This design comes from an exercise in tuning for small area and few clock cycles on the open sky130 flow, not from production work.
Where RTL was checked, it was by simulation tests only, not by an equivalence proof against the original.
Function not checked in run 1: the RTL went through the layout flow alone.
No activity file was given, so power comes from the tool's default toggle rates.

$ cat flow/flow/run.sh
#!/bin/bash
# Standard layout, with the smallest buffer on the ports and no dummy
# loads in the clock tree.
set -euo pipefail
export BUFFER_PORTS_ARGS="-buffer_cell sky130_fd_sc_hd__buf_1"
export CTS_ARGS="-sink_clustering_enable -repair_clock_nets -sink_clustering_size 20 -sink_clustering_max_diameter 60 -buf_list sky130_fd_sc_hd__clkbuf_8 -dont_use_dummy_load"
bash standard.sh > standard_flow.log 2>&1
$ cat flow/standard.sh
#!/bin/bash
# synth_recipe.tcl (not shown) runs the flow's synth.tcl, then flattens the netlist and writes it again
# the make line also repeats each setting of config.mk as NAME=value (left out here)
make -C /OpenROAD-flow-scripts/flow DESIGN_CONFIG=/design/flow/config.mk WORK_HOME=/design/flow/orfs CLKGATE_MAP_FILE= SYNTH_SCRIPT=/design/flow/synth_recipe.tcl "${@:-finish}"
$ cat flow/config.mk
export PLATFORM = sky130hd
export DESIGN_NAME = tile_window_unit
export DESIGN_NICKNAME = tile_window_unit
export VERILOG_FILES = /design/flow/design.v
export SDC_FILE = /design/flow/constraint.sdc
export NUM_CORES = 4
export LEC_CHECK = 0
export ABC_AREA = 1
export CAP_MARGIN = 20
export CORE_MARGIN = 2
export CORE_UTILIZATION = 70
export CTS_BUF_LIST = sky130_fd_sc_hd__clkbuf_8
export CTS_CLUSTER_DIAMETER = 60
export CTS_CLUSTER_SIZE = 20
export SLEW_MARGIN = 20
$ cat flow/constraint.sdc
create_clock -name core_clock -period 5.0 [get_ports {i_clk}]
set_input_delay 1.0000 -clock core_clock [delete_from_list [all_inputs] [get_ports {i_clk}]]
set_output_delay 1.0000 -clock core_clock [all_outputs]
set_load 0.01 [all_outputs]
$ cat flow/design.v
`default_nettype none
package tile_pkg;
    localparam int PIXEL_W = 8;
    localparam int DEF_CHANNELS = 3;
    localparam int DEF_WIDTH    = 10;
    localparam int DEF_TILE     = 4;
    localparam int DEF_STRIDE   = 2;
    localparam logic [1:0] HS_IDLE         = 2'd0;
    localparam logic [1:0] HS_REQ          = 2'd1;
    localparam logic [1:0] HS_WAIT_ACK_LOW = 2'd2;
endpackage
`default_nettype wire
`timescale 1ns/100ps
`default_nettype none
import tile_pkg::*;
module row_buffer #(
    parameter int DEPTH = 10,
    parameter int EW    = 2 * PIXEL_W
) (
    input  wire logic                 i_clk,
    input  wire logic                 i_rst,
    input  wire logic                 i_clear,
    input  wire logic                 i_push,
    input  wire logic [EW-1:0]        i_data,
    input  wire logic                 i_pop,
    input  wire logic [1:0]           i_phase,
    output logic                      o_full,
    output logic                      o_show_valid,
    output logic                      o_next_valid,
    output logic [2*EW-1:0]           o_top,
    output logic [2*EW-1:0]           o_bottom
);
    localparam int BD = DEPTH - 5;
    logic [EW-1:0]    top_q [0:1];
    logic [EW-1:0]    ring_q [0:2];
    logic [2:0]       fill_q;
    logic [1:0]       fill_ph;
    logic             filled;
    logic             fill;
    logic             pop;
    logic [EW-1:0]    data_q [0:BD-1];
    logic [BD-1:0]    valid_q;
    logic [BD-1:0]    load;
    logic [BD:0]      vac;
    assign filled  = (fill_q == 3'd5);
    assign fill_ph = (fill_q >= 3'd3) ? 2'(fill_q - 3'd3) : fill_q[1:0];
    assign fill    = !filled && valid_q[0] && (i_phase == fill_ph);
    assign pop     = i_pop || fill;
    always_comb begin
        vac[0] = pop;
        for (int i = 0; i < BD - 1; i++) begin
            load[i]  = (!valid_q[i] || vac[i]) && valid_q[i+1];
            vac[i+1] = load[i];
        end
        load[BD-1] = i_push;
        vac[BD]    = 1'b0;
    end
    always_ff @(posedge i_clk or posedge i_rst) begin
        if (i_rst) begin
            valid_q <= '0;
            fill_q  <= '0;
        end else if (i_clear) begin
            valid_q <= '0;
            fill_q  <= '0;
        end else begin
            for (int i = 0; i < BD; i++) begin
                valid_q[i] <= (valid_q[i] && !vac[i]) || load[i];
            end
            if (fill) begin
                fill_q <= fill_q + 3'd1;
            end
        end
    end
    always_ff @(posedge i_clk) begin
        for (int i = 0; i < BD - 1; i++) begin
            if (load[i]) begin
                data_q[i] <= data_q[i+1];
            end
        end
        if (load[BD-1]) begin
            data_q[BD-1] <= i_data;
        end
    end
    always_ff @(posedge i_clk) begin
        if (pop) begin
            top_q[0] <= top_q[1];
            top_q[1] <= ring_q[0];
        end
        ring_q[0] <= ring_q[1];
        ring_q[1] <= ring_q[2];
        ring_q[2] <= pop ? data_q[0] : ring_q[0];
    end
    assign o_full       = valid_q[BD-1];
    assign o_show_valid = filled && valid_q[0] && valid_q[1];
    assign o_next_valid = filled && valid_q[1] && valid_q[2];
    assign o_top        = {top_q[1], top_q[0]};
    assign o_bottom     = {data_q[1], data_q[0]};
endmodule
`default_nettype wire
`timescale 1ns/100ps
`default_nettype none
import tile_pkg::*;
module row_bank #(
    parameter int CHANNELS = DEF_CHANNELS,
    parameter int TILE     = DEF_TILE,
    parameter int D_E0     = 13,
    parameter int D_E1     = 11,
    parameter int D_E2     = 10,
    parameter int D_O      = 10
) (
    input  wire logic                                   i_clk,
    input  wire logic                                   i_rst,
    input  wire logic                                   i_clear,
    input  wire logic [1:0]                             i_push_ch,
    input  wire logic                                   i_push_par,
    input  wire logic                                   i_push,
    input  wire logic [2*PIXEL_W-1:0]                   i_push_data,
    input  wire logic                                   i_pop,
    input  wire logic [1:0]                             i_phase,
    output logic                                        o_full_sel,
    output logic                                        o_show_valid,
    output logic                                        o_next_valid,
    output logic      [CHANNELS*TILE*TILE*PIXEL_W-1:0]  o_tile
);
    localparam int EW = 2 * PIXEL_W;
    logic [2*CHANNELS-1:0] full;
    logic [2*CHANNELS-1:0] svalid;
    logic [2*CHANNELS-1:0] nvalid;
    for (genvar p = 0; p < 2; p++) begin : g_par
        for (genvar ch = 0; ch < CHANNELS; ch++) begin : g_ch
            localparam int Q = p * CHANNELS + ch;
            localparam int DEPTH = (p == 1) ? D_O :
                                   (ch == 0) ? D_E0 : (ch == 1) ? D_E1 : D_E2;
            logic [2*EW-1:0] top;
            logic [2*EW-1:0] bottom;
            row_buffer #(
                .DEPTH (DEPTH),
                .EW    (EW)
            ) u_q (
                .i_clk         (i_clk),
                .i_rst         (i_rst),
                .i_clear       (i_clear),
                .i_push        (i_push && (i_push_par == p[0]) && (i_push_ch == ch[1:0])),
                .i_data        (i_push_data),
                .i_pop         (i_pop),
                .i_phase       (i_phase),
                .o_full        (full[Q]),
                .o_show_valid  (svalid[Q]),
                .o_next_valid  (nvalid[Q]),
                .o_top         (top),
                .o_bottom      (bottom)
            );
            assign o_tile[((ch*TILE + p)*TILE)*PIXEL_W +: 2*EW]     = top;
            assign o_tile[((ch*TILE + p + 2)*TILE)*PIXEL_W +: 2*EW] = bottom;
        end
    end
    assign o_full_sel    = full[int'(i_push_par) * CHANNELS + int'(i_push_ch)];
    assign o_show_valid  = &svalid;
    assign o_next_valid  = &nvalid;
endmodule
`default_nettype wire
`timescale 1ns/100ps
`default_nettype none
import tile_pkg::*;
module bank_sequencer #(
    parameter int CHANNELS = DEF_CHANNELS,
    parameter int WIDTH    = DEF_WIDTH
) (
    input  wire logic                   i_clk,
    input  wire logic                   i_rst,
    input  wire logic                   i_restart,
    input  wire logic [PIXEL_W-1:0]     i_pixel,
    input  wire logic                   i_pixel_valid,
    output logic                        o_pixel_ready,
    input  wire logic                   i_full_sel,
    output logic [1:0]                  o_push_ch,
    output logic                        o_push_par,
    output logic                        o_push,
    output logic [2*PIXEL_W-1:0]        o_push_data,
    output logic                        o_band_set
);
    logic [$clog2(WIDTH)-1:0] col_q;
    logic [1:0]               ch_q;
    logic                     par_q;
    logic                     primed_q;
    logic [PIXEL_W-1:0]       even_q;
    logic accept;
    logic row_end;
    assign o_pixel_ready = !col_q[0] || !i_full_sel;
    assign accept        = i_pixel_valid && o_pixel_ready && !i_restart;
    assign row_end       = accept && (col_q == WIDTH - 1) && (ch_q == CHANNELS - 1);
    assign o_push_ch   = ch_q;
    assign o_push_par  = par_q;
    assign o_push      = accept && col_q[0];
    assign o_push_data = {i_pixel, even_q};
    assign o_band_set  = row_end && par_q && primed_q;
    always_ff @(posedge i_clk) begin
        if (accept && !col_q[0]) begin
            even_q <= i_pixel;
        end
    end
    always_ff @(posedge i_clk or posedge i_rst) begin
        if (i_rst) begin
            col_q    <= '0;
            ch_q     <= '0;
            par_q    <= 1'b0;
            primed_q <= 1'b0;
        end else if (i_restart) begin
            col_q    <= '0;
            ch_q     <= '0;
            par_q    <= 1'b0;
            primed_q <= 1'b0;
        end else if (accept) begin
            if (col_q == WIDTH - 1) begin
                col_q <= '0;
                if (ch_q == CHANNELS - 1) begin
                    ch_q  <= '0;
                    par_q <= !par_q;
                    if (par_q) begin
                        primed_q <= 1'b1;
                    end
                end else begin
                    ch_q <= ch_q + 1'b1;
                end
            end else begin
                col_q <= col_q + 1'b1;
            end
        end
    end
endmodule
`default_nettype wire
`timescale 1ns/100ps
`default_nettype none
import tile_pkg::*;
module tile_assembler (
    input  wire logic   i_clk,
    input  wire logic   i_rst,
    input  wire logic   i_restart,
    input  wire logic   i_band_set,
    input  wire logic   i_show_valid,
    input  wire logic   i_next_valid,
    output logic        o_pop,
    output logic [1:0]  o_phase,
    output logic        o_tile_req,
    input  wire logic   i_tile_ack
);
    logic [1:0] state_q;
    logic [1:0] step_q;
    logic       owed_q;
    logic [1:0] pend_q;
    logic [1:0] phase_q;
    logic       aligned;
    logic       ready;
    logic       done;
    assign done    = (state_q == HS_REQ) && i_tile_ack;
    assign aligned = (phase_q == 2'd2);
    assign o_pop   = aligned && ((pend_q != 2'd0) || done);
    assign o_phase = phase_q;
    assign ready = (owed_q || i_band_set) &&
                   (((pend_q == 2'd0) && i_show_valid) ||
                    ((pend_q == 2'd1) && aligned && i_next_valid));
    always_ff @(posedge i_clk or posedge i_rst) begin
        if (i_rst) begin
            state_q <= HS_IDLE;
            step_q  <= '0;
            owed_q  <= 1'b0;
            pend_q  <= '0;
            phase_q <= '0;
        end else begin
            if (i_restart) begin
                step_q  <= '0;
                pend_q  <= '0;
                phase_q <= '0;
            end else begin
                if (done) begin
                    step_q <= step_q + 1'b1;
                end
                pend_q <= pend_q + (done ? ((step_q == 2'd3) ? 2'd2 : 2'd1) : 2'd0)
                                 - (o_pop ? 2'd1 : 2'd0);
                if (!o_pop) begin
                    phase_q <= aligned ? 2'd0 : phase_q + 2'd1;
                end
            end
            if (i_restart) begin
                owed_q <= 1'b0;
            end else if (i_band_set) begin
                owed_q <= 1'b1;
            end else if (done && (step_q == 2'd3)) begin
                owed_q <= 1'b0;
            end
            case (state_q)
                HS_IDLE: begin
                    if (ready && !i_tile_ack) begin
                        state_q <= HS_REQ;
                    end
                end
                HS_REQ: begin
                    if (i_tile_ack) begin
                        state_q <= HS_WAIT_ACK_LOW;
                    end
                end
                HS_WAIT_ACK_LOW: begin
                    if (!i_tile_ack) begin
                        state_q <= ready ? HS_REQ : HS_IDLE;
                    end
                end
                default: state_q <= HS_IDLE;
            endcase
        end
    end
    assign o_tile_req = (state_q == HS_REQ);
endmodule
`default_nettype wire
`timescale 1ns/100ps
`default_nettype none
import tile_pkg::*;
module tile_window_unit #(
    parameter int CHANNELS = DEF_CHANNELS,
    parameter int WIDTH    = DEF_WIDTH,
    parameter int TILE     = DEF_TILE,
    parameter int STRIDE   = DEF_STRIDE
) (
    input  wire logic                                   i_clk,
    input  wire logic                                   i_rst,
    input  wire logic                                   i_restart,
    input  wire logic [PIXEL_W-1:0]                     i_pixel,
    input  wire logic                                   i_pixel_valid,
    output logic                                        o_pixel_ready,
    output logic      [CHANNELS*TILE*TILE*PIXEL_W-1:0]  o_tile,
    output logic                                        o_tile_req,
    input  wire logic                                   i_tile_ack
);
    logic [1:0]           push_ch;
    logic                 push_par;
    logic                 push;
    logic [2*PIXEL_W-1:0] push_data;
    logic                 full_sel;
    logic                 band_set;
    logic                 show_valid;
    logic                 next_valid;
    logic                 pop;
    logic [1:0]           phase;
    bank_sequencer #(
        .CHANNELS (CHANNELS),
        .WIDTH    (WIDTH)
    ) u_sequencer (
        .i_clk         (i_clk),
        .i_rst         (i_rst),
        .i_restart     (i_restart),
        .i_pixel       (i_pixel),
        .i_pixel_valid (i_pixel_valid),
        .o_pixel_ready (o_pixel_ready),
        .i_full_sel    (full_sel),
        .o_push_ch     (push_ch),
        .o_push_par    (push_par),
        .o_push        (push),
        .o_push_data   (push_data),
        .o_band_set    (band_set)
    );
    row_bank #(
        .CHANNELS (CHANNELS),
        .TILE     (TILE)
    ) u_row_bank (
        .i_clk         (i_clk),
        .i_rst         (i_rst),
        .i_clear       (i_restart),
        .i_push_ch     (push_ch),
        .i_push_par    (push_par),
        .i_push        (push),
        .i_push_data   (push_data),
        .i_pop         (pop),
        .i_phase       (phase),
        .o_full_sel    (full_sel),
        .o_show_valid  (show_valid),
        .o_next_valid  (next_valid),
        .o_tile        (o_tile)
    );
    tile_assembler u_assembler (
        .i_clk         (i_clk),
        .i_rst         (i_rst),
        .i_restart     (i_restart),
        .i_band_set    (band_set),
        .i_show_valid  (show_valid),
        .i_next_valid  (next_valid),
        .o_pop         (pop),
        .o_phase       (phase),
        .o_tile_req    (o_tile_req),
        .i_tile_ack    (i_tile_ack)
    );
endmodule
`default_nettype wire
==> impl_results.md, run 1 <==
* Area grow syn2layout at 9.37%
* RR Startpoint: u_row_bank.g_par[0].g_ch[0].u_q.fill_q[0]
* FFs w/ async S/R, synth at 0.0627
* Drt total wl at 55000 um
* Post-synthesis net count at 1731
* Nets at 2196
* Avg Vias per Cell at 5.33
* DP Area at 36100 sq um
* Post-synth cell types at 49
* Worst slew margin at 0.349
* Initial core utilization at 0.708
* Most frequent cell after synthesis: edfxtp_1
* Seq/Total Area, Yosys at 0.882
* Synthesized flop and latch total at 1101
* Final min period at 3440 ps
* Filler cell count at 2695
* Tcrit/Tclk final at 0.688
* Final std cells w/o fill at 2772
* Core Area at 47700 sq um
* Overall power at 14.0 mW
* Antenna violations before repair at 6
* RSZ-0062 raised after global routing: no
* Layout cells sized above 1 at 0.104
* Synthesized cell area at 33800 sq um
* H-tree level count at 3
* Die area at 50100 sq um
* IO Count at 399
* VDD IR max at 294 uV
* First-pass GRT wire length at 81700 um
* Largest stage delay on the critical path at 440 ps
* Yosys warns at 14
* Largest net degree at the start of global routing at 51
* Pleak at 12.9 nW
* Post-synth EDFFs at 744
* Synth area leader: edfxtp_1
* Die extent in y at 224 um
* Number of global-route vias before repair at 14400
* CTS root buf: clkbuf_8
* DR DRC count at 0
* Top-area cell type share of the netlist area at 0.661
* Via count at 14800
* Congestion Overflow GR at 0
* Most used DFF post-synth: edfxtp_1
* Dpl cells at 2704
* Starting DRT DRC Count at 1265
* Peak fanout along the critical path at 4
* Hold Vio Cnt, Final at 0
* Postcts setup bufs at 0
* Port Buffers at 398
* Setup TNS at 0 ps
* Achievable Freq at 291 MHz
* Gp weighted congestion at 0.873
* Clock latency (worst-skew pair) at 670 ps
* Final HPWL DP at 37500 um
* Worst setup startpoint: u_sequencer.ch_q[0]
* Top cells by count, synth: 744 x edfxtp_1, 288 x dfxtp_1, 132 x nand2_1
* Top post-synthesis cells by area: edfxtp_1 66%, dfxtp_1 17%, dfrtp_1 5.1%
* Antenna Nets Post-Route at 0
* Cts bufs inserted at 66
* Hold Buf Count CTS at 0
* Worst Path Required at 4000 ps
* Final number of max-transition violations at 0
* Die Span X at 224 um
* Avg Inst Size Synth at 20.0 sq um
* Clock Skew at 45.1 ps
* Worst path slowest cell: dfrtp_1
* Worst Setup Path Type: reg -> out
* WL per Instance at 19.9 um
* Mapped Cells at 1693
* PD cells at 377 nW/um^2
* Clk sinks at 1101
* Cell area after layout at 37000 sq um
* Worst setup EP type: output port
* Clock Path Buffers at 3
* CP Cell Sequence: ha_1 > inv_1 > fa_1 > a21oi_1 > o21ai_1 > o21ai_0 > nand2_1 > nand3_1 > buf_1
* Worst-margin pin slew at 977 ps
* CTS clk-pin slew, worst paths at 110 ps
* HP Class: in -> async
* Critical Path Source Type: flop
* Critical Path AT at 2440 ps
* Max-cap violations at 0
* Outcome: complete, no violations
* Post-CTS sizing at 0
* Clock tree from TritonCTS: built
* # setup viols final at 0
* # rows at 80
* GRT Total Usage at 0.220
* Drt first pass iters at 5
worst paths after layout:
kind                                                                endpoint  slack (ps)  depth (start not counted)
max in group asynchronous         u_row_bank.g_par[0].g_ch[1].u_q.valid_q[1]        3830                          4
worst max-delay path                                           o_pixel_ready        1560                          9
min in group core_clock         u_row_bank.g_par[1].g_ch[1].u_q.ring_q[1][0]         310                          0
worst max register to register  u_row_bank.g_par[0].g_ch[0].u_q.data_q[5][9]        1760                         16
worst min-delay path                                    u_sequencer.col_q[2]         270                          2
worst min register to register  u_row_bank.g_par[1].g_ch[1].u_q.ring_q[1][0]         310                          0
cell usage in the layout (no fill, tap or decap), types with 4 or more instances in the layout:
| master | n |
|---|---|
| inv_1 | 96 |
| dfxtp_1 | 288 |
| nor2_1 | 51 |
| ha_1 | 24 |
| nand3_2 | 5 |
| dfrtp_1 | 69 |
| mux2_4 | 44 |
| buf_1 | 397 |
| clkbuf_8 | 66 |
| nor3_1 | 8 |
| mux2_2 | 36 |
| nand4_1 | 5 |
| a21oi_2 | 10 |
| nand2_2 | 6 |
| nand2_4 | 4 |
| o21ai_0 | 29 |
| edfxtp_1 | 744 |
| buf_4 | 13 |
| nand3_1 | 21 |
| xor2_1 | 11 |
| nor2_4 | 8 |
| nor2_2 | 6 |
| a21oi_1 | 36 |
| nand2_1 | 132 |
| nand2_8 | 4 |
per-stage QoR:
step                utilization  worst slack, ps  hold slack [ps]
global placement          0.755             1580              310
global route              0.775             1350              238
CTS                       0.774             1480              305
finish                    0.775             1560              271
detailed placement        0.755             1400              312
floorplan                     -             1970              310
cell families (layout without fill, tap and decap cells):
family,count (synthesis),after routing,synth area share
DFF,1101,1101,0.882
adders and majority gates,25,25,0.00947
and+or+nand+nor,264,264,0.0405
xor gates and xnor gates,17,17,0.00507
AOI/OAI and AO/OA,91,91,0.0160
muxes,80,80,0.0315
other,0,1,0
buffers and inverters,115,578,0.0154
layer usage:
metal	share of wire	global-route usage
met1	0.42	0.303
met2	0.49	0.358
met3	0.054	0.0430
met4	0.032	0.0824
met5	0.00047	0
where the power goes:
group          switching (mW)  leakage [nW]  total (mW)  internal, mW
registers               0.146          10.0        10.1          9.98
logic                   0.124          2.37       0.271         0.147
clock network            2.35         0.475        3.55          1.20
total                    2.62          12.9        14.0          11.3
flip-flops by register name (all words and copies together) (netlist names), 2 cells and up:
name and flops:
u_row_bank.g_par.g_ch.u_q.fill_q 18, u_assembler.phase_q 2, u_row_bank.g_par.g_ch.u_q.top_q 192, u_row_bank.g_par.g_ch.u_q.data_q 544, u_sequencer.col_q 4, u_assembler.state_q 2
u_row_bank.g_par.g_ch.u_q.ring_q 288, u_assembler.pend_q 2, u_row_bank.g_par.g_ch.u_q.valid_q 34, u_assembler.step_q 2, u_sequencer.ch_q 2, u_sequencer.even_q 8
worst max-delay path, delay by kind of cell, from the launching register on:
family | cells | cell delay, ps
and+or+nand+nor | 2 | 190
adders and majority gates | 2 | 640
AOI/OAI and AO/OA | 3 | 270
buffers and inverters | 2 | 270
DFF | 1 | 440
cell type report:
cell class	instances	area, sq um	area share
Antenna cell	1	2.50	0.0000677
Clock buffer	66	908	0.0246
Inverter	100	380	0.0103
Multi-Input combinational cell	477	3480	0.0941
Sequential cell	1101	29800	0.807
Tap cell	615	769	0.0208
Timing Repair Buffer	412	1610	0.0436
==> run 2, diff against run 1 <==
--- a/flow/design.v
+++ b/flow/design.v
@@ -33,8 +33,8 @@
     localparam int BD = DEPTH - 5;
     logic [EW-1:0]    top_q [0:1];
     logic [EW-1:0]    ring_q [0:2];
-    logic [2:0]       fill_q;
-    logic [1:0]       fill_ph;
+    logic             fill_hi_q;
+    logic [1:0]       fill_ph_q;
     logic             filled;
     logic             fill;
     logic             pop;
@@ -42,9 +42,8 @@
     logic [BD-1:0]    valid_q;
     logic [BD-1:0]    load;
     logic [BD:0]      vac;
-    assign filled  = (fill_q == 3'd5);
-    assign fill_ph = (fill_q >= 3'd3) ? 2'(fill_q - 3'd3) : fill_q[1:0];
-    assign fill    = !filled && valid_q[0] && (i_phase == fill_ph);
+    assign filled  = fill_hi_q && (fill_ph_q == 2'd2);
+    assign fill    = !filled && valid_q[0] && (i_phase == fill_ph_q);
     assign pop     = i_pop || fill;
     always_comb begin
         vac[0] = pop;
@@ -57,17 +56,22 @@
     end
     always_ff @(posedge i_clk or posedge i_rst) begin
         if (i_rst) begin
-            valid_q <= '0;
-            fill_q  <= '0;
+            valid_q   <= '0;
+            fill_hi_q <= 1'b0;
+            fill_ph_q <= '0;
         end else if (i_clear) begin
-            valid_q <= '0;
-            fill_q  <= '0;
+            valid_q   <= '0;
+            fill_hi_q <= 1'b0;
+            fill_ph_q <= '0;
         end else begin
             for (int i = 0; i < BD; i++) begin
                 valid_q[i] <= (valid_q[i] && !vac[i]) || load[i];
             end
             if (fill) begin
-                fill_q <= fill_q + 3'd1;
+                fill_ph_q <= (fill_ph_q == 2'd2) ? 2'd0 : fill_ph_q + 2'd1;
+                if (fill_ph_q == 2'd2) begin
+                    fill_hi_q <= 1'b1;
+                end
             end
         end
     end
--- a/flow/config.mk
+++ b/flow/config.mk
@@ -6,6 +6,7 @@
 export NUM_CORES = 4
 export LEC_CHECK = 0
 export ABC_AREA = 1
+export ABC_CLOCK_PERIOD_IN_PS = 5000
 export CAP_MARGIN = 20
 export CORE_MARGIN = 2
 export CORE_UTILIZATION = 70
==> impl_results.md, run 2 <==
* H-tree level count at 2 (-1)
* Post-synthesis net count at 1832 (+5.8%)
* Die area at 49000 sq um (-2.2%)
* Congestion Overflow GR at 0 (unchanged)
* Seq/Total Area, Yosys at 0.903 (+0.0205)
* Dpl cells at 2811 (+4.0%)
* Post-synth EDFFs at 744 (unchanged)
* Final HPWL DP at 37800 um (+0.95%)
* Seq pwr share at 0.735 (+0.009)
* Initial core utilization at 0.710 (+0.00158)
* Port Buffers at 398 (unchanged)
* # rows at 79 (-1.3%)
* Util after Layout at 0.776 (+0.00174)
* WL per Instance at 19.4 um (-2.2%)
* Post-CTS sizing at 0 (unchanged)
* Most frequent cell after synthesis: edfxtp_1
* Area of the multi-input gates at 2730 sq um (-22%)
* Hold Vio Cnt, Final at 0 (unchanged)
* Largest delay share family, worst path: adder cells
* FFs w/ async S/R, synth at 0.0627 (unchanged)
* Die Span X at 221 um (-1.1%)
* Clock tree from TritonCTS: built
* Area grow syn2layout at 9.37% (about the same)
* Die extent in y at 221 um (-1.1%)
* Most used DFF post-synth: edfxtp_1
* Synthesized cell area at 33100 sq um (-2.3%)
* Top Registers: u_row_bank.g_par.g_ch.u_q.data_q (544), u_row_bank.g_par.g_ch.u_q.ring_q (288), u_row_bank.g_par.g_ch.u_q.top_q (192)
* Achievable Freq at 289 MHz (-0.58%)
* Most frequent CP cell: nand2_1
* Antenna Nets Post-Route at 0 (unchanged)
* Tcrit/Tclk final at 0.692 (+0.00403)
* Overall power at 13.6 mW (-2.7%)
* Outcome: complete, no violations
* Biggest register: u_row_bank.g_par.g_ch.u_q.data_q
* Final std cells w/o fill at 2874 (+3.7%)
* Drt first pass iters at 5 (unchanged)
* Largest net degree at the start of global routing at 64 (+25%)
* Clock Path Buffers at 3 (unchanged)
* Number of global-route vias before repair at 14600 (+1.1%)
* P_int at 11.0 mW (-2.7%)
* Pleak at 12.7 nW (-1.4%)
* Max reg flops at 544 (unchanged)
* Final min period at 3460 ps (+20.1 ps)
* Clock Skew at 53.6 ps (+8.46 ps)
* Synthesized flop and latch total at 1101 (unchanged)
* Sw power at 2.56 mW (-2.6%)
* Worst setup EP type: output port
* Top-area cell type share of the netlist area at 0.676 (+0.0154)
* CP Cell Sequence: ha_1 > inv_1 > fa_1 > nor2_1 > nand2_1 > nand2_1 > nand2_1 > nand3_1 > buf_1
* Avg Inst Size Synth at 18.2 sq um (-8.7%)
* HP Class: in -> async
* Final number of max-transition violations at 0 (unchanged)
* Via count at 15200 (+3.1%)
* Power share of the combinational group at 0.013 (-0.006)
* Worst Setup Path Type: reg -> out
* Setup TNS at 0 ps (unchanged)
* DR DRC count at 0 (unchanged)
* Filler cell count at 2620 (-2.8%)
* WP buf/inv at 2 (unchanged)
* Top cells by count, synth: 744 x edfxtp_1, 382 x nand2_1, 288 x dfxtp_1
* Top post-synthesis cells by area: edfxtp_1 68%, dfxtp_1 17%, dfrtp_1 5.2%
* Worst slew margin at 0.312 (-0.0363)
* Clock latency (worst-skew pair) at 690 ps (+20 ps)
* VDD IR max at 391 uV (+33%)
* Cts bufs inserted at 61 (-7.6%)
* # setup viols final at 0 (unchanged)
* Gp weighted congestion at 0.875 (+0.23%)
* Worst-margin pin slew at 1020 ps (+46.6 ps)
* Starting DRT DRC Count at 1237 (-2.2%)
* Postcts setup bufs at 0 (unchanged)
* RSZ-0062 raised after global routing: no
* IO Count at 399 (unchanged)
* Worst Path Required at 4000 ps (about the same)
* Nets at 2287 (+4.1%)
* Drt total wl at 55800 um (+1.4%)
* Critical Path Source Type: flop
* Max-cap violations at 0 (unchanged)
* Mapped Cells at 1812 (+7.0%)
* Avg Vias per Cell at 5.30 (-0.59%)
* Flip-flop and latch area at 29800 sq um (unchanged)
* Core Area at 46600 sq um (-2.5%)
* Critical Path AT at 2460 ps (+20 ps)
* Antenna violations before repair at 5 (-1)
* Switching Share at 0.188 (about the same)
* First-pass GRT wire length at 83900 um (+2.7%)
* Clock power share at 0.252 (-0.003)
* Most frequent cells in the layout: 744 x edfxtp_1, 397 x buf_1, 382 x nand2_1
* Worst path slowest cell: fa_1
* Layout cells sized above 1 at 0.0512 (-0.0531)
* Peak fanout along the critical path at 4 (unchanged)
* Yosys warns at 14 (unchanged)
* GRT Total Usage at 0.228 (+0.00739)
* CTS root buf: clkbuf_8
* PD cells at 376 nW/um^2 (-0.40%)
* Hold Buf Count CTS at 0 (unchanged)
* Clk sinks at 1101 (unchanged)
* Most common cell after layout, fill and taps aside: edfxtp_1
* Largest stage delay on the critical path at 450 ps (about the same)
* CTS clk-pin slew, worst paths at 120 ps (about the same)
* Post-synth cell types at 42 (-14%)
* Synth area leader: edfxtp_1
-- run 2: cell types whose count changed after synthesis, moves of 6 or more --
cell,previous run,this run
o21ai_0,29,16
a21oi_1,38,44
nand2_1,132,382
mux2_2,36,0
inv_1,97,87
a21oi_2,8,2
nand4_1,5,14
xor2_1,11,3
ha_1,24,6
buf_2,2,9
mux2_4,44,0
-- run 2: per-layer routing --
metal / track usage / vias to the layer above / share of wire
met2: 0.356 / 553 / 0.48
met3: 0.0469 / 102 / 0.072
met5: 0 / - / 0
li1: - / 7166 / -
met4: 0.0630 / 0 / 0.024
met1: 0.336 / 7405 / 0.42
-- run 2: final timing paths --
path	end	from	cells past startpoint	slack [ps]
min in group core_clock	u_row_bank.g_par[0].g_ch[1].u_q.ring_q[0][11]	u_row_bank.g_par[0].g_ch[1].u_q.ring_q[1][11]	0	270
hold reg to reg	u_row_bank.g_par[0].g_ch[1].u_q.ring_q[0][11]	u_row_bank.g_par[0].g_ch[1].u_q.ring_q[1][11]	0	270
setup reg to reg	u_row_bank.g_par[0].g_ch[1].u_q.data_q[4][11]	u_assembler.phase_q[1]	11	1950
hold / removal	u_row_bank.g_par[0].g_ch[1].u_q.valid_q[3]	i_rst	2	170
setup / recovery	o_pixel_ready	u_sequencer.ch_q[0]	9	1540
max in group asynchronous	u_row_bank.g_par[1].g_ch[2].u_q.valid_q[3]	i_rst	3	3790
-- run 2: final cells by class --
cell class	count	area share
diodes	2	0.000138
clock buffers	61	0.0232
inverters	98	0.0105
multi-input cells	593	0.0755
flip-flops and latches	1101	0.825
well taps	607	0.0210
repair buffers	412	0.0443
-- run 2: power groups by stage --
stage / clock network [mW] / logic [mW] / registers (mW)
after floorplan: 0 / 0.123 / 10.1
after global placement: 0 / 0.166 / 10.2
after detailed placement: 0 / 0.176 / 10.2
after CTS: 3.54 / 0.178 / 9.98
after global routing: 3.84 / 0.204 / 10.0
final: 3.43 / 0.176 / 9.98
-- run 2: stage by stage --
stage / hold WS, ps / area (sq um) / setup WS, ps
after global routing: 136 / 36100 / 1380
after floorplan: 310 / 33100 / 2090
after CTS: 109 / 36100 / 1490
final: 166 / 36100 / 1540
after detailed placement: 312 / 35300 / 1340
after global placement: 310 / 35300 / 1500
-- run 2: logic make-up after synthesis --
group	synth area share
buffers and inverters	0.0149
DFF	0.903
muxes	0.000303
AOI/OAI and AO/OA	0.0127
xor gates and xnor gates	0.00133
and+or+nand+nor	0.0652
adders and majority gates	0.00288
Testbench counts of run 2, summed over its fixed seeds: cycles 7,978.
==> run 3, diff against run 2 <==
--- a/flow/config.mk
+++ b/flow/config.mk
@@ -6,10 +6,9 @@
 export NUM_CORES = 4
 export LEC_CHECK = 0
 export ABC_AREA = 1
-export ABC_CLOCK_PERIOD_IN_PS = 5000
 export CAP_MARGIN = 20
 export CORE_MARGIN = 2
-export CORE_UTILIZATION = 70
+export CORE_UTILIZATION = 62
 export CTS_BUF_LIST = sky130_fd_sc_hd__clkbuf_8
 export CTS_CLUSTER_DIAMETER = 60
 export CTS_CLUSTER_SIZE = 20
==> impl_results.md, run 3 <==
* Post-synth cell types at 42 (unchanged)
* First-pass GRT wire length at 85000 um (+1.4%)
* Nets at 2291 (+0.17%)
* Yosys warns at 14 (unchanged)
* # rows at 84 (+6.3%)
* Clock Skew at 39.3 ps (-14.2 ps)
* Starting DRT DRC Count at 1219 (-1.5%)
* Top cells by count, synth: 744 x edfxtp_1, 382 x nand2_1, 288 x dfxtp_1
* Drt total wl at 56600 um (+1.4%)
* Drt first pass iters at 5 (unchanged)
* Avg Inst Size Synth at 18.2 sq um (unchanged)
* Antenna violations before repair at 4 (-1)
* Setup TNS at 0 ps (unchanged)
* Die area at 55200 sq um (+13%)
* Die extent in y at 235 um (+6.1%)
* Worst-margin pin slew at 981 ps (-42.7 ps)
* DP Area at 35400 sq um (+0.27%)
* # setup viols final at 0 (unchanged)
* Peak fanout along the critical path at 4 (unchanged)
* Clock Path Buffers at 3 (unchanged)
* Worst path slowest cell: fa_1
* Cts bufs inserted at 66 (+8.2%)
* Worst setup startpoint: u_sequencer.ch_q[0]
* Congestion Overflow GR at 0 (unchanged)
* Avg Vias per Cell at 5.14 (-2.9%)
* Most frequent cells in the layout: 744 x edfxtp_1, 397 x buf_1, 382 x nand2_1
* RR Startpoint: u_sequencer.ch_q[0]
* Cell depth of the worst flop-to-flop path at 12 (+1)
* Final min period at 3460 ps (-5.67 ps)
* Achievable Freq at 289 MHz (+0.16%)
* Largest net degree at the start of global routing at 50 (-22%)
* Outcome: complete, no violations
* Worst slew margin at 0.346 (+0.0337)
* Dpl cells at 2891 (+2.8%)
* Final HPWL DP at 38000 um (+0.42%)
* Critical Path Source Type: flop
* Final std cells w/o fill at 2958 (+2.9%)
* Die Span X at 235 um (+6.1%)
* RR Endpoint: u_row_bank.g_par[1].g_ch[1].u_q.data_q[4][14]
* GRT met2 Usage at 0.323 (-0.0332)
* Worst Path Required at 4000 ps (about the same)
* CP Cell Sequence: ha_1 > inv_1 > fa_1 > nor2_1 > nand2_1 > nand2_1 > nand2_1 > nand3_1 > buf_1
* FFs w/ async S/R, synth at 0.0627 (unchanged)
* Synthesized cell area at 33100 sq um (unchanged)
* Via count at 15200 (-0.059%)
* Pleak at 12.7 nW (+0.25%)
* Port Buffers at 398 (unchanged)
* H-tree level count at 3 (+1)
* Post-CTS sizing at 0 (unchanged)
* Largest stage delay on the critical path at 460 ps (about the same)
* Hold Vio Cnt, Final at 0 (unchanged)
* PD cells at 378 nW/um^2 (+0.61%)
* Tcrit/Tclk final at 0.691 (-0.00113)
* Initial core utilization at 0.628 (-0.0822)
* HP Class: reg -> reg
* Grt met3 use at 0.0381 (-0.00881)
* Worst hold start: u_row_bank.g_par[0].g_ch[2].u_q.ring_q[1][0]
* Critical Path AT at 2460 ps (about the same)
* Antenna Nets Post-Route at 0 (unchanged)
* Most frequent cell after synthesis: edfxtp_1
* CTS root buf: clkbuf_8
* Top post-synthesis cells by area: edfxtp_1 68%, dfxtp_1 17%, dfrtp_1 5.2%
* VDD IR max at 309 uV (-21%)
* Core Area at 52700 sq um (+13%)
* Area grow syn2layout at 9.88%
* Max-cap violations at 0 (unchanged)
* Mapped Cells at 1812 (unchanged)
* Reg2Reg Setup Slack at 1880 ps (-70 ps)
* IO Count at 399 (unchanged)
* Gp weighted congestion at 0.833 (-4.9%)
* Top-area cell type share of the netlist area at 0.676 (unchanged)
* Layout cells sized above 1 at 0.0538 (+0.00255)
* Post-synthesis net count at 1832 (unchanged)
* Biggest register: u_row_bank.g_par.g_ch.u_q.data_q
* Max reg flops at 544 (unchanged)
* Hold Buf Count CTS at 0 (unchanged)
* Top Registers: u_row_bank.g_par.g_ch.u_q.data_q (544), u_row_bank.g_par.g_ch.u_q.ring_q (288), u_row_bank.g_par.g_ch.u_q.top_q (192)
* Grt peak-use layer: met2
* Worst setup EP type: output port
* RSZ-0062 raised after global routing: no
* Synth area leader: edfxtp_1
* CTS clk-pin slew, worst paths at 120 ps (about the same)
* Post-synth EDFFs at 744 (unchanged)
* Worst Setup Path Type: reg -> out
* GRT Total Usage at 0.204 (-0.0238)
* Synthesized flop and latch total at 1101 (unchanged)
* WL per Instance at 19.1 um (-1.5%)
* DR DRC count at 0 (unchanged)
* Clock latency (worst-skew pair) at 660 ps (-30 ps)
* Most frequent CP cell: nand2_1
* Seq/Total Area, Yosys at 0.903 (unchanged)
* Most common cell after layout, fill and taps aside: edfxtp_1
* Clk sinks at 1101 (unchanged)
* Clock tree from TritonCTS: built
* M1 GR Usage at 0.289 (-0.0468)
* Number of global-route vias before repair at 14500 (-0.33%)
* Postcts setup bufs at 0 (unchanged)
* Hold path depth at 0
* Hold endpoint: u_row_bank.g_par[0].g_ch[2].u_q.ring_q[0][0]
* Most used DFF post-synth: edfxtp_1
* Cell area after layout at 36300 sq um (+0.46%)
* Final number of max-transition violations at 0 (unchanged)
## run 3: cell counts after synthesis
No cell type changed its count.
## run 3: critical path: cells and delay by family (launching register included)
kind | cells | cell delay, ps
adder cells (fa/ha/maj) | 2 | 670
flip-flops | 1 | 440
AND/OR/NAND/NOR | 5 | 420
buffers and inverters | 2 | 280
## run 3: how the worst max path moves through the flow
| stage | end |
|---|---|
| final | o_pixel_ready |
| after global routing | o_pixel_ready |
| after CTS | o_pixel_ready |
| after detailed placement | u_row_bank.g_par[0].g_ch[1].u_q.data_q[4][8] |
| after global placement | u_row_bank.g_par[0].g_ch[1].u_q.data_q[4][12] |
| after floorplan | u_row_bank.g_par[0].g_ch[1].u_q.data_q[3][0] |
## run 3: final cells by class
type / count / area, sq um
diodes: 1 / 2.50
repair buffers: 411 / 1590
multi-input cells: 593 / 2740
well taps: 688 / 861
fillers: 3524 / 16300
flip-flops and latches: 1101 / 29800
clock buffers: 66 / 908
inverters: 98 / 380
## run 3: report_power, final
part	switching, mW	internal (mW)
Clock	2.37	1.20
Combinational	0.119	0.0555
Sequential	0.107	9.87
Total	2.60	11.1
## run 3: cells by family after synthesis
kind of cell	Yosys count	share of synthesized area
flip-flops	1101	0.903
AND/OR/NAND/NOR	504	0.0652
buffers and inverters	118	0.0149
AO/OA/AOI/OAI	76	0.0127
adder cells (fa/ha/maj)	7	0.00288
XOR/XNOR	5	0.00133
multiplexers	1	0.000303
## run 3: through the flow
stage,worst slack (ps),hold WS (ps),utilization,power (mW)
2_1_floorplan,2090,310,-,10.3
3_3_place_gp,1440,310,0.672,10.3
3_5_place_dp,1320,312,0.672,10.4
4_1_cts,1490,301,0.690,13.9
5_1_grt,1320,309,0.690,14.3
6_report,1540,301,0.690,13.7
## run 3: metal layers
layer | wire length, um | vias to the layer above | part of all wire
met3 | 3140 | 96 | 0.055
li1 | - | 7183 | -
met5 | 0 | - | 0
met2 | 27200 | 410 | 0.48
met4 | 1620 | 0 | 0.029
met1 | 24600 | 7528 | 0.44
==> run 4, diff against run 3 <==
--- a/flow/config.mk
+++ b/flow/config.mk
@@ -8,7 +8,7 @@
 export ABC_AREA = 1
 export CAP_MARGIN = 20
 export CORE_MARGIN = 2
-export CORE_UTILIZATION = 62
+export CORE_UTILIZATION = 78
 export CTS_BUF_LIST = sky130_fd_sc_hd__clkbuf_8
 export CTS_CLUSTER_DIAMETER = 60
 export CTS_CLUSTER_SIZE = 20
==> impl_results.md, run 4 <==
* Outcome: complete, no violations
* Starting DRT DRC Count at 1579 (+30%)
* RSZ-0062 raised after global routing: no
* IO Count at 399 (unchanged)
* Antenna Nets Post-Route at 0 (unchanged)
* Die area at 44000 sq um (-20%)
* Hold Vio Cnt, Final at 0 (unchanged)
* Filler cell count at 1756 (-50%)
* Synthesized cell area at 33100 sq um (unchanged)
* Yosys warns at 14 (unchanged)
* Largest stage delay on the critical path at 440 ps (-20 ps)
* Clock Skew at 76.0 ps (+36.7 ps)
* Setup TNS at 0 ps (unchanged)
* HP Class: reg -> reg
* Hold path depth at 0 (unchanged)
* Drt first pass iters at 6 (+1)
* Antenna violations before repair at 2 (-2)
* CTS root buf: clkbuf_8
* M1 GR Usage at 0.369 (+0.0796)
* Switching Share at 0.188 (-0.00156)
* Congestion Overflow GR at 0 (unchanged)
* Avg Vias per Cell at 5.60 (+8.9%)
* Max reg flops at 544 (unchanged)
* RR Startpoint: u_assembler.phase_q[0]
* Util after Layout at 0.861 (+0.171)
* Worst slew margin at 0.333 (-0.0133)
* Via count at 15700 (+3.0%)
* Drt total wl at 58500 um (+3.4%)
* Core Area at 41900 sq um (-21%)
* Seq/Total Area, Yosys at 0.903 (unchanged)
* # setup viols final at 0 (unchanged)
* Reg2Reg Setup Slack at 1870 ps (about the same)
* Hold Buf Count CTS at 0 (unchanged)
* CTS clk-pin slew, worst paths at 120 ps (about the same)
* Clock latency (worst-skew pair) at 690 ps (+30 ps)
* Final number of max-transition violations at 0 (unchanged)
* Hold endpoint: u_row_bank.g_par[0].g_ch[0].u_q.ring_q[0][11]
* GRT Total Usage at 0.267 (+0.0632)
* Clk sinks at 1101 (unchanged)
* Top post-synthesis cells by area: edfxtp_1 68%, dfxtp_1 17%, dfrtp_1 5.2%
* Max-cap violations at 0 (unchanged)
* Cts bufs inserted at 61 (-7.6%)
* Worst Path Required at 4000 ps (about the same)
* FFs w/ async S/R, synth at 0.0627 (unchanged)
* CP Cell Sequence: ha_1 > inv_1 > fa_1 > nor2_1 > nand2_1 > nand2_1 > nand2_1 > nand3_1 > buf_1
* Avg Inst Size Synth at 18.2 sq um (unchanged)
* Clock power share at 0.251 (-0.009)
* P_int at 11.0 mW (-0.93%)
* Post-CTS sizing at 0 (unchanged)
* Worst setup startpoint: u_sequencer.ch_q[0]
* Most frequent CP cell: nand2_1
* Synth area leader: edfxtp_1
* Post-synth cell types at 42 (unchanged)
* GRT met2 Usage at 0.440 (+0.118)
* Tcrit/Tclk final at 0.686 (-0.00469)
* Worst setup EP type: output port
* Top cells by count, synth: 744 x edfxtp_1, 382 x nand2_1, 288 x dfxtp_1
* Worst Setup Path Type: reg -> out
* Worst path slowest cell: fa_1
* Post-synthesis net count at 1832 (unchanged)
* Synthesized flop and latch total at 1101 (unchanged)
* Die extent in y at 210 um (-11%)
* Pleak at 12.7 nW (-0.43%)
* Grt peak-use layer: met2
* Initial core utilization at 0.790 (+0.162)
* Cell depth of the worst flop-to-flop path at 11 (-1)
* DP Area at 35200 sq um (-0.60%)
* Most used DFF post-synth: edfxtp_1
* Final min period at 3430 ps (-23.5 ps)
* Postcts setup bufs at 0 (unchanged)
* Most common cell after layout, fill and taps aside: edfxtp_1
* Clock Path Buffers at 3 (unchanged)
* Worst hold start: u_row_bank.g_par[0].g_ch[0].u_q.ring_q[1][11]
* Die Span X at 210 um (-11%)
* PD cells at 377 nW/um^2 (-0.35%)
* Critical Path Source Type: flop
* Gp weighted congestion at 0.868 (+4.2%)
* Seq pwr share at 0.736 (+0.009)
* Mapped Cells at 1812 (unchanged)
* Largest net degree at the start of global routing at 50 (unchanged)
* Post-synth EDFFs at 744 (unchanged)
* Cell area after layout at 36000 sq um (-0.76%)
* Diodes inserted at 0 (-1)
* Most frequent cells in the layout: 744 x edfxtp_1, 397 x buf_1, 382 x nand2_1
* Biggest register: u_row_bank.g_par.g_ch.u_q.data_q
* Port Buffers at 398 (unchanged)
* Peak fanout along the critical path at 4 (unchanged)
* Top-area cell type share of the netlist area at 0.676 (unchanged)
* Number of global-route vias before repair at 14900 (+2.5%)
* Sw power at 2.55 mW (-1.9%)
* Power share of the combinational group at 0.013 (about the same)
* DR DRC count at 0 (unchanged)
* Final std cells w/o fill at 2800 (-5.3%)
* RR Endpoint: u_row_bank.g_par[0].g_ch[1].u_q.data_q[4][9]
* Clock tree from TritonCTS: built
* Most frequent cell after synthesis: edfxtp_1
* # rows at 75 (-11%)
* WL per Instance at 20.9 um (+9.2%)
* Area grow syn2layout at 9.04%
* Top Registers: u_row_bank.g_par.g_ch.u_q.data_q (544), u_row_bank.g_par.g_ch.u_q.ring_q (288), u_row_bank.g_par.g_ch.u_q.top_q (192)
* First-pass GRT wire length at 86200 um (+1.4%)
* Worst-margin pin slew at 993 ps (+12.4 ps)
* Achievable Freq at 291 MHz (+0.68%)
* Dpl cells at 2739 (-5.3%)
* H-tree level count at 2 (-1)
* VDD IR max at 365 uV (+18%)
* Final HPWL DP at 40400 um (+6.4%)
* Nets at 2283 (-0.35%)
* Critical Path AT at 2430 ps (-30 ps)
* Layout cells sized above 1 at 0.0513 (-0.00246)
* Grt met3 use at 0.0524 (+0.0143)
[run 4: final cells by class]
type | instances | area [sq um] | area share
Clock buffer | 61 | 840 | 0.0233
Inverter | 98 | 380 | 0.0106
Multi-Input combinational cell | 593 | 2740 | 0.0760
Timing Repair Buffer | 408 | 1570 | 0.0436
Tap cell | 539 | 674 | 0.0187
Sequential cell | 1101 | 29800 | 0.828
[run 4: worst max-delay path by stage]
stage                     cells after the start                                             to  slack (ps)
after floorplan                               8   u_row_bank.g_par[0].g_ch[1].u_q.data_q[3][0]        2090
after global placement                       11  u_row_bank.g_par[0].g_ch[1].u_q.data_q[4][10]        1530
after detailed placement                     11   u_row_bank.g_par[0].g_ch[1].u_q.data_q[4][9]        1390
after CTS                                     9                                  o_pixel_ready        1520
after global routing                          9                                  o_pixel_ready        1360
final                                         9                                  o_pixel_ready        1570
[run 4: cells by family after synthesis]
group           after synthesis  synth area share
simple gates                504            0.0652
buf+inv                     118            0.0149
xor+xnor                      5           0.00133
mux                           1          0.000303
compound gates               76            0.0127
flops                      1101             0.903
fa+ha+maj                     7           0.00288
[run 4: routing by layer]
layer  up-vias  part of all wire
met4         0             0.034
li1       7159                 -
met5         -                 0
met2       717              0.50
met3       137             0.080
met1      7666              0.39
[run 4: power groups by stage]
stage / combinational (mW) / sequential [mW] / clock, mW
CTS: 0.182 / 9.99 / 3.49
global placement: 0.163 / 10.2 / 0
detailed placement: 0.179 / 10.2 / 0
floorplan: 0.123 / 10.1 / 0
global route: 0.205 / 10.0 / 3.76
finish: 0.181 / 9.99 / 3.40
[run 4: metrics by stage]
step                      hold WS, ps  power, mW  setup WS [ps]
after detailed placement          312       10.4           1390
after global placement            310       10.3           1530
final                             325       13.6           1570
after global routing              329       14.0           1360
after floorplan                   310       10.3           2090
after CTS                         327       13.7           1520
[run 4: worst max-delay path, delay by kind of cell (launching register included)]
family / cells / cell delay, ps
fa+ha+maj: 2 / 640
flops: 1 / 420
simple gates: 5 / 420
buf+inv: 2 / 250
==> run 5, diff against run 4 <==
--- a/flow/config.mk
+++ b/flow/config.mk
@@ -8,7 +8,7 @@
 export ABC_AREA = 1
 export CAP_MARGIN = 20
 export CORE_MARGIN = 2
-export CORE_UTILIZATION = 78
+export CORE_UTILIZATION = 70
 export CTS_BUF_LIST = sky130_fd_sc_hd__clkbuf_8
 export CTS_CLUSTER_DIAMETER = 60
 export CTS_CLUSTER_SIZE = 20
==> impl_results.md, run 5 <==
* Synthesized cell area at 33100 sq um (unchanged)
* Mux cell area share after synthesis at 0.000303 (unchanged)
* Drt first pass iters at 5 (-1)
* Fraction of synthesized cell area in xor and xnor cells at 0.00133 (unchanged)
* Achievable Freq at 289 MHz (-0.84%)
* Worst Path Required at 4000 ps (about the same)
* Top-area cell type share of the netlist area at 0.676 (unchanged)
* Max reg flops at 544 (unchanged)
* Antenna violations before repair at 5 (+3)
* Dpl cells at 2811 (+2.6%)
* Avg Vias per Cell at 5.30 (-5.4%)
* FFs w/ async S/R, synth at 0.0627 (unchanged)
* Largest net degree at the start of global routing at 64 (+28%)
* HP Class: in -> async
* Initial core utilization at 0.710 (-0.0798)
* Worst slew margin at 0.312 (-0.0204)
* # rows at 79 (+5.3%)
* Die Span X at 221 um (+5.5%)
* Port Buffers at 398 (unchanged)
* Most frequent cells in the layout: 744 x edfxtp_1, 397 x buf_1, 382 x nand2_1
* Tcrit/Tclk final at 0.692 (+0.00583)
* Pre-CTS worst setup slack at 1340 ps (-56.1 ps)
* Critical Path Source Type: flop
* RSZ-0062 raised after global routing: no
* M1 GR Usage at 0.336 (-0.0328)
* Final std cells w/o fill at 2874 (+2.6%)
* Post-synth cell types at 42 (unchanged)
* Final HPWL DP at 37800 um (-6.4%)
* Area grow syn2layout at 9.37%
* Cts bufs inserted at 61 (unchanged)
* Top cells by count, synth: 744 x edfxtp_1, 382 x nand2_1, 288 x dfxtp_1
* Nets at 2287 (+0.18%)
* Util after Layout at 0.776 (-0.0846)
* Mapped Cells at 1812 (unchanged)
* Core Area at 46600 sq um (+11%)
* Top Registers: u_row_bank.g_par.g_ch.u_q.data_q (544), u_row_bank.g_par.g_ch.u_q.ring_q (288), u_row_bank.g_par.g_ch.u_q.top_q (192)
* Gp weighted congestion at 0.875 (+0.91%)
* Post-synthesis net count at 1832 (unchanged)
* Hold Buf Count CTS at 0 (unchanged)
* Most used DFF post-synth: edfxtp_1
* Number of global-route vias before repair at 14600 (-2.2%)
* Post-synth EDFFs at 744 (unchanged)
* Synthesized flop and latch total at 1101 (unchanged)
* Die extent in y at 221 um (+5.5%)
* GRT Total Usage at 0.228 (-0.0395)
* Largest family of logic cells by synthesized area: simple AND/OR/NAND/NOR gates
* Final number of max-transition violations at 0 (unchanged)
* Clock tree from TritonCTS: built
* Hold Vio Cnt, Final at 0 (unchanged)
* Post-CTS sizing at 0 (unchanged)
* Biggest register: u_row_bank.g_par.g_ch.u_q.data_q
* DR DRC count at 0 (unchanged)
* CTS clk-pin slew, worst paths at 120 ps (about the same)
* Synth area leader: edfxtp_1
* PD cells at 376 nW/um^2 (-0.25%)
* Adder-cell area share of the yosys netlist at 0.00288 (unchanged)
* Drt total wl at 55800 um (-4.6%)
* Grt peak-use layer: met2
* WL per Instance at 19.4 um (-7.1%)
* Setup TNS at 0 ps (unchanged)
* Pleak at 12.7 nW (+0.19%)
* Seq/Total Area, Yosys at 0.903 (unchanged)
* Worst Setup Path Type: reg -> out
* Worst setup EP type: output port
* Clk sinks at 1101 (unchanged)
* First-pass GRT wire length at 83900 um (-2.7%)
* Max-cap violations at 0 (unchanged)
* Worst-margin pin slew at 1020 ps (+30.4 ps)
* Antenna Nets Post-Route at 0 (unchanged)
* Starting DRT DRC Count at 1237 (-22%)
* VDD IR max at 391 uV (+7.1%)
* GRT met2 Usage at 0.356 (-0.0843)
* Postcts setup bufs at 0 (unchanged)
* Outcome: complete, no violations
* Via count at 15200 (-2.9%)
* Die area at 49000 sq um (+11%)
* Final min period at 3460 ps (+29.1 ps)
* Most frequent cell after synthesis: edfxtp_1
* Clock latency (worst-skew pair) at 690 ps (about the same)
* # setup viols final at 0 (unchanged)
* Critical Path AT at 2460 ps (+30 ps)
* Post-Synth Simple-Gate Area at 0.0652 (unchanged)
* Avg Inst Size Synth at 18.2 sq um (unchanged)
* CTS root buf: clkbuf_8
* Grt met3 use at 0.0469 (-0.00550)
* Yosys warns at 14 (unchanged)
* Final critical-path setup slack at 1540 ps (-29.1 ps)
* Peak fanout along the critical path at 4 (unchanged)
* Clock Skew at 53.6 ps (-22.4 ps)
* Top post-synthesis cells by area: edfxtp_1 68%, dfxtp_1 17%, dfrtp_1 5.2%
* Post-synthesis compound-gate area fraction at 0.0127 (unchanged)
* Layout cells sized above 1 at 0.0512 (-0.0000906)
* Most common cell after layout, fill and taps aside: edfxtp_1
* H-tree level count at 2 (unchanged)
* IO Count at 399 (unchanged)
* Congestion Overflow GR at 0 (unchanged)
* Clock Path Buffers at 3 (unchanged)
-- run 5: cell counts after synthesis --
No cell type changed its count.
-- run 5: kinds of logic (layout without fill, tap and decap cells) --
logic type / count (synthesis) / count (layout)
buffers and inverters: 118 / 571
other: 0 / 2
xor gates and xnor gates: 5 / 5
and+or+nand+nor: 504 / 504
muxes: 1 / 1
AOI/OAI and AO/OA: 76 / 76
DFF: 1101 / 1101
adders and majority gates: 7 / 7
-- run 5: where the power goes --
part           switching (mW)  leakage (nW)  internal, mW
clock network            2.33         0.439          1.10
registers               0.107          10.0          9.87
logic                   0.121          2.23        0.0554
total                    2.56          12.7          11.0
-- run 5: critical path: stages (launching register included) --
cell     delay [ps]
dfrtp_1         430
ha_1            210
inv_1            70
fa_1            450
nor2_1          120
nand2_1          50
nand2_1          60
nand2_1          50
nand3_1         120
buf_1           220
-- run 5: path summary, 6_finish.rpt --
kind,startpoint,cells after the start,end,slack (ps)
max,u_sequencer.ch_q[0],9,o_pixel_ready,1540
min reg2reg,u_row_bank.g_par[0].g_ch[1].u_q.ring_q[1][11],0,u_row_bank.g_par[0].g_ch[1].u_q.ring_q[0][11],270
min,i_rst,2,u_row_bank.g_par[0].g_ch[1].u_q.valid_q[3],170
max reg2reg,u_assembler.phase_q[1],11,u_row_bank.g_par[0].g_ch[1].u_q.data_q[4][11],1950
min in group core_clock,u_row_bank.g_par[0].g_ch[1].u_q.ring_q[1][11],0,u_row_bank.g_par[0].g_ch[1].u_q.ring_q[0][11],270
max in group asynchronous,i_rst,3,u_row_bank.g_par[1].g_ch[2].u_q.valid_q[3],3790
-- run 5: cell type report --
| cell class | instances | area (sq um) |
|---|---|---|
| clock buffer | 61 | 840 |
| multi-input combinational | 593 | 2730 |
| fill | 2620 | 10400 |
| timing repair buffer | 412 | 1600 |
| antenna | 2 | 5.00 |
| inverter | 98 | 380 |
| tap | 607 | 759 |
| sequential | 1101 | 29800 |
-- run 5: metrics by stage --
step           hold WS, ps  cell area (sq um)  power [mW]
2_1_floorplan          310              33100        10.3
3_3_place_gp           310              35300        10.3
3_5_place_dp           312              35300        10.4
4_1_cts                109              36100        13.7
5_1_grt                136              36100        14.0
6_report               166              36100        13.6
-- run 5: layer usage --
metal | part of all wire | vias to the layer above
li1 | - | 7166
met1 | 0.42 | 7405
met2 | 0.48 | 553
met3 | 0.072 | 102
met4 | 0.024 | 0
met5 | 0 | -
==> run 6, diff against run 5 <==
--- a/flow/config.mk
+++ b/flow/config.mk
@@ -5,7 +5,7 @@
 export SDC_FILE = /design/flow/constraint.sdc
 export NUM_CORES = 4
 export LEC_CHECK = 0
-export ABC_AREA = 1
+export ABC_AREA = 0
 export CAP_MARGIN = 20
 export CORE_MARGIN = 2
 export CORE_UTILIZATION = 70
==> impl_results.md, run 6 <==
* Outcome: complete, no violations
* RR Startpoint: u_sequencer.ch_q[0]
* Via count at 14700 (-3.4%)
* Peak fanout along the critical path at 9 (+5)
* Die extent in y at 222 um (+0.48%)
* Post-synthesis net count at 1633 (-11%)
* Post-synth cell types at 68 (+62%)
* Pleak at 12.6 nW (-1.1%)
* Worst setup EP type: output port
* Post-synth EDFFs at 744 (unchanged)
* Mapped Cells at 1613 (-11%)
* Avg Vias per Cell at 5.49 (+3.6%)
* Top Registers: u_row_bank.g_par.g_ch.u_q.data_q (544), u_row_bank.g_par.g_ch.u_q.ring_q (288), u_row_bank.g_par.g_ch.u_q.top_q (192)
* Final number of max-transition violations at 0 (unchanged)
* Clock Path Buffers at 3 (unchanged)
* Most used DFF post-synth: edfxtp_1
* Postcts setup bufs at 0 (unchanged)
* IO Count at 399 (unchanged)
* Die Span X at 222 um (+0.48%)
* # rows at 80 (+1.3%)
* Nets at 2088 (-8.7%)
* Final min period at 3790 ps (+333 ps)
* Starting DRT DRC Count at 1257 (+1.6%)
* Seq pwr share at 0.726 (-0.009)
* Final critical-path setup slack at 1210 ps (-333 ps)
* Cell area after layout at 36600 sq um (+1.2%)
* Overall power at 13.4 mW (-1.4%)
* H-tree level count at 3 (+1)
* FFs w/ async S/R, synth at 0.0627 (unchanged)
* Worst setup startpoint: u_sequencer.ch_q[0]
* PD cells at 366 nW/um^2 (-2.6%)
* CTS root buf: clkbuf_8
* Biggest register: u_row_bank.g_par.g_ch.u_q.data_q
* Max reg flops at 544 (unchanged)
* RR Endpoint: u_row_bank.g_par[0].g_ch[2].u_q.data_q[4][12]
* Worst-margin pin slew at 1030 ps (+10.4 ps)
* WL per Instance at 20.6 um (+6.1%)
* CTS clk-pin slew, worst paths at 110 ps (about the same)
* Clock power share at 0.267 (+0.015)
* Yosys warns at 14 (unchanged)
* GRT Total Usage at 0.225 (-0.00314)
* Worst Setup EP: o_pixel_ready
* Drt total wl at 55200 um (-1.0%)
* Hold Buf Count CTS at 0 (unchanged)
* Synthesized cell area at 33400 sq um (+0.97%)
* Antenna Nets Post-Route at 0 (unchanged)
* Layout cells sized above 1 at 0.0958 (+0.0446)
* Critical Path Source Type: flop
* First-pass GRT wire length at 82800 um (-1.3%)
* DP Area at 35700 sq um (+1.0%)
* Number of global-route vias before repair at 14300 (-1.8%)
* Top cells by count, synth: 744 x edfxtp_1, 288 x dfxtp_1, 74 x nand2_1
* Area grow syn2layout at 9.59%
* Pre-CTS worst setup slack at 1340 ps (+5.99 ps)
* HP Class: reg -> reg
* DR DRC count at 0 (unchanged)
* Diodes inserted at 0 (-2)
* Largest net degree at the start of global routing at 61 (-4.7%)
* Antenna violations before repair at 4 (-1)
* Filler cell count at 2653 (+1.3%)
* Reg2Reg Setup Slack at 1680 ps (-270 ps)
* Worst slew margin at 0.308 (-0.00388)
* Worst Setup Path Type: reg -> out
* Synthesized flop and latch total at 1101 (unchanged)
* Most common cell after layout, fill and taps aside: edfxtp_1
* Achievable Freq at 264 MHz (-8.8%)
* Hold Vio Cnt, Final at 0 (unchanged)
* Die area at 49400 sq um (+0.96%)
* Cts bufs inserted at 66 (+8.2%)
* Synth area leader: edfxtp_1
* Max-cap violations at 0 (unchanged)
* Gp weighted congestion at 0.850 (-2.9%)
* Dpl cells at 2615 (-7.0%)
* Most frequent cell after synthesis: edfxtp_1
* Avg Inst Size Synth at 20.7 sq um (+13%)
* Seq/Total Area, Yosys at 0.894 (-0.00870)
* Port Buffers at 398 (unchanged)
* Cell depth of the worst flop-to-flop path at 7 (-4)
* Worst hold start: u_row_bank.g_par[1].g_ch[2].u_q.ring_q[1][5]
* Switching Share at 0.185 (-0.00281)
* Critical Path AT at 2790 ps (+330 ps)
* Congestion Overflow GR at 0 (unchanged)
* Clock latency (worst-skew pair) at 690 ps (about the same)
* VDD IR max at 319 uV (-18%)
* Core Area at 47400 sq um (+1.9%)
* Worst hold slack at 323 ps (+158 ps)
* Power share of the combinational group at 0.007 (-0.006)
* Clk sinks at 1101 (unchanged)
* RSZ-0062 raised after global routing: no
* Sw power at 2.48 mW (-2.9%)
* Post-CTS sizing at 0 (unchanged)
* Tcrit/Tclk final at 0.759 (+0.0667)
* Top post-synthesis cells by area: edfxtp_1 67%, dfxtp_1 17%, dfrtp_1 5.2%
* # setup viols final at 0 (unchanged)
* Util after Layout at 0.771 (-0.00559)
* Initial core utilization at 0.703 (-0.00653)
* Worst Path Required at 4000 ps (about the same)
* Final std cells w/o fill at 2681 (-6.7%)
* Setup TNS at 0 ps (unchanged)
* Top-area cell type share of the netlist area at 0.669 (-0.00651)
* Clock tree from TritonCTS: built
* P_int at 10.9 mW (-1.1%)
* Drt first pass iters at 7 (+2)
* Most frequent cells in the layout: 744 x edfxtp_1, 397 x buf_1, 288 x dfxtp_1
* Clock Skew at 46.3 ps (-7.23 ps)
* Final HPWL DP at 37000 um (-2.3%)
[run 6: worst min path at each step]
stage               depth (start not counted)  slack (ps)                                             to
finish                                      0         320   u_row_bank.g_par[1].g_ch[2].u_q.ring_q[0][5]
global route                                0         340   u_row_bank.g_par[1].g_ch[0].u_q.ring_q[0][4]
CTS                                         0         330   u_row_bank.g_par[1].g_ch[2].u_q.ring_q[0][5]
detailed placement                          0         310  u_row_bank.g_par[0].g_ch[1].u_q.ring_q[1][12]
global placement                            0         310  u_row_bank.g_par[0].g_ch[2].u_q.ring_q[0][11]
floorplan                                   0         310   u_row_bank.g_par[0].g_ch[0].u_q.ring_q[0][0]
[run 6: logic make-up (layout without fill, tap and decap cells)]
group                    count (synthesis)  in the layout  synth area share
AND/OR/NAND/NOR                        237            237            0.0364
buffers and inverters                   68            521            0.0103
multiplexers                            89             89            0.0319
AO/OA/AOI/OAI                          102            102            0.0221
adder cells (fa/ha/maj)                  7              7           0.00285
flip-flops                            1101           1101             0.894
XOR/XNOR                                 9              9           0.00236
[run 6: metal layers]
metal	wire length (um)	global-route usage	share of wire	vias up
met1	24400	0.337	0.44	7333
met5	0	0	0	-
li1	-	-	-	6830
met4	1130	0.0593	0.020	0
met2	26300	0.347	0.48	470
met3	3420	0.0472	0.062	75
[run 6: final cells by class]
class | instances | area (sq um) | share of cell area
Sequential cell | 1101 | 29800 | 0.816
Timing Repair Buffer | 419 | 1650 | 0.0452
Clock buffer | 66 | 908 | 0.0248
Multi-Input combinational cell | 444 | 3270 | 0.0895
Tap cell | 615 | 769 | 0.0210
Inverter | 36 | 135 | 0.00369
[run 6: power by group through the flow]
| stage | clock, mW | sequential, mW | combinational (mW) |
|---|---|---|---|
| detailed placement | 0 | 9.93 | 0.0902 |
| finish | 3.58 | 9.72 | 0.0898 |
| CTS | 3.69 | 9.72 | 0.0908 |
| global route | 3.99 | 9.73 | 0.0997 |
| floorplan | 0 | 9.90 | 0.0627 |
| global placement | 0 | 9.92 | 0.0864 |
[run 6: critical path, cell delays in order, from the launching register on]
cell	delay, ps
dfrtp_1	530
ha_1	200
inv_1	50
fa_1	580
nand2_1	130
nor3b_1	380
nor3_1	120
buf_1	150

[what the ideal ports hide]
Ports are ideal in the flow. The routed layouts listed here were re-timed in OpenROAD.
Step 1, drivers: a clkbuf_16 drives i_clk and a buf_2 each remaining input, both assumed.
Step 2 moves the port delays by t, midway between the first and last clock arrival at a register: inputs arrive t later, outputs are due t later. That takes back most of the time a late clock gives input paths.
Slacks: ideal / step 1 / step 2; pairs: ideal / step 1.
run	t, ns	setup slack, ns	hold slack, ns	latest minus earliest clock arrival (ns)	slew at the worst register clock pin (ns)
run 1	0.705	1.559 / 1.501 / 1.523	0.271 / 0.232 / 0.306	0.053 / 0.053	0.12 / 0.12
run 2	0.730	1.539 / 1.476 / 1.290	0.166 / 0.121 / 0.274	0.055 / 0.055	0.12 / 0.12
run 3	0.697	1.545 / 1.487 / 1.254	0.301 / 0.301 / 0.301	0.042 / 0.041	0.12 / 0.12
run 4	0.710	1.568 / 1.511 / 1.295	0.325 / 0.325 / 0.325	0.086 / 0.086	0.12 / 0.12
run 5	0.730	1.539 / 1.476 / 1.290	0.166 / 0.121 / 0.274	0.055 / 0.055	0.12 / 0.12
run 6	0.720	1.206 / 1.150 / 1.391	0.323 / 0.323 / 0.323	0.047 / 0.047	0.11 / 0.11
After both steps every run listed still meets setup and hold. The setup slack of run 3, which loses most, moves by -0.058 ns with the drivers and by -0.291 ns with both steps.
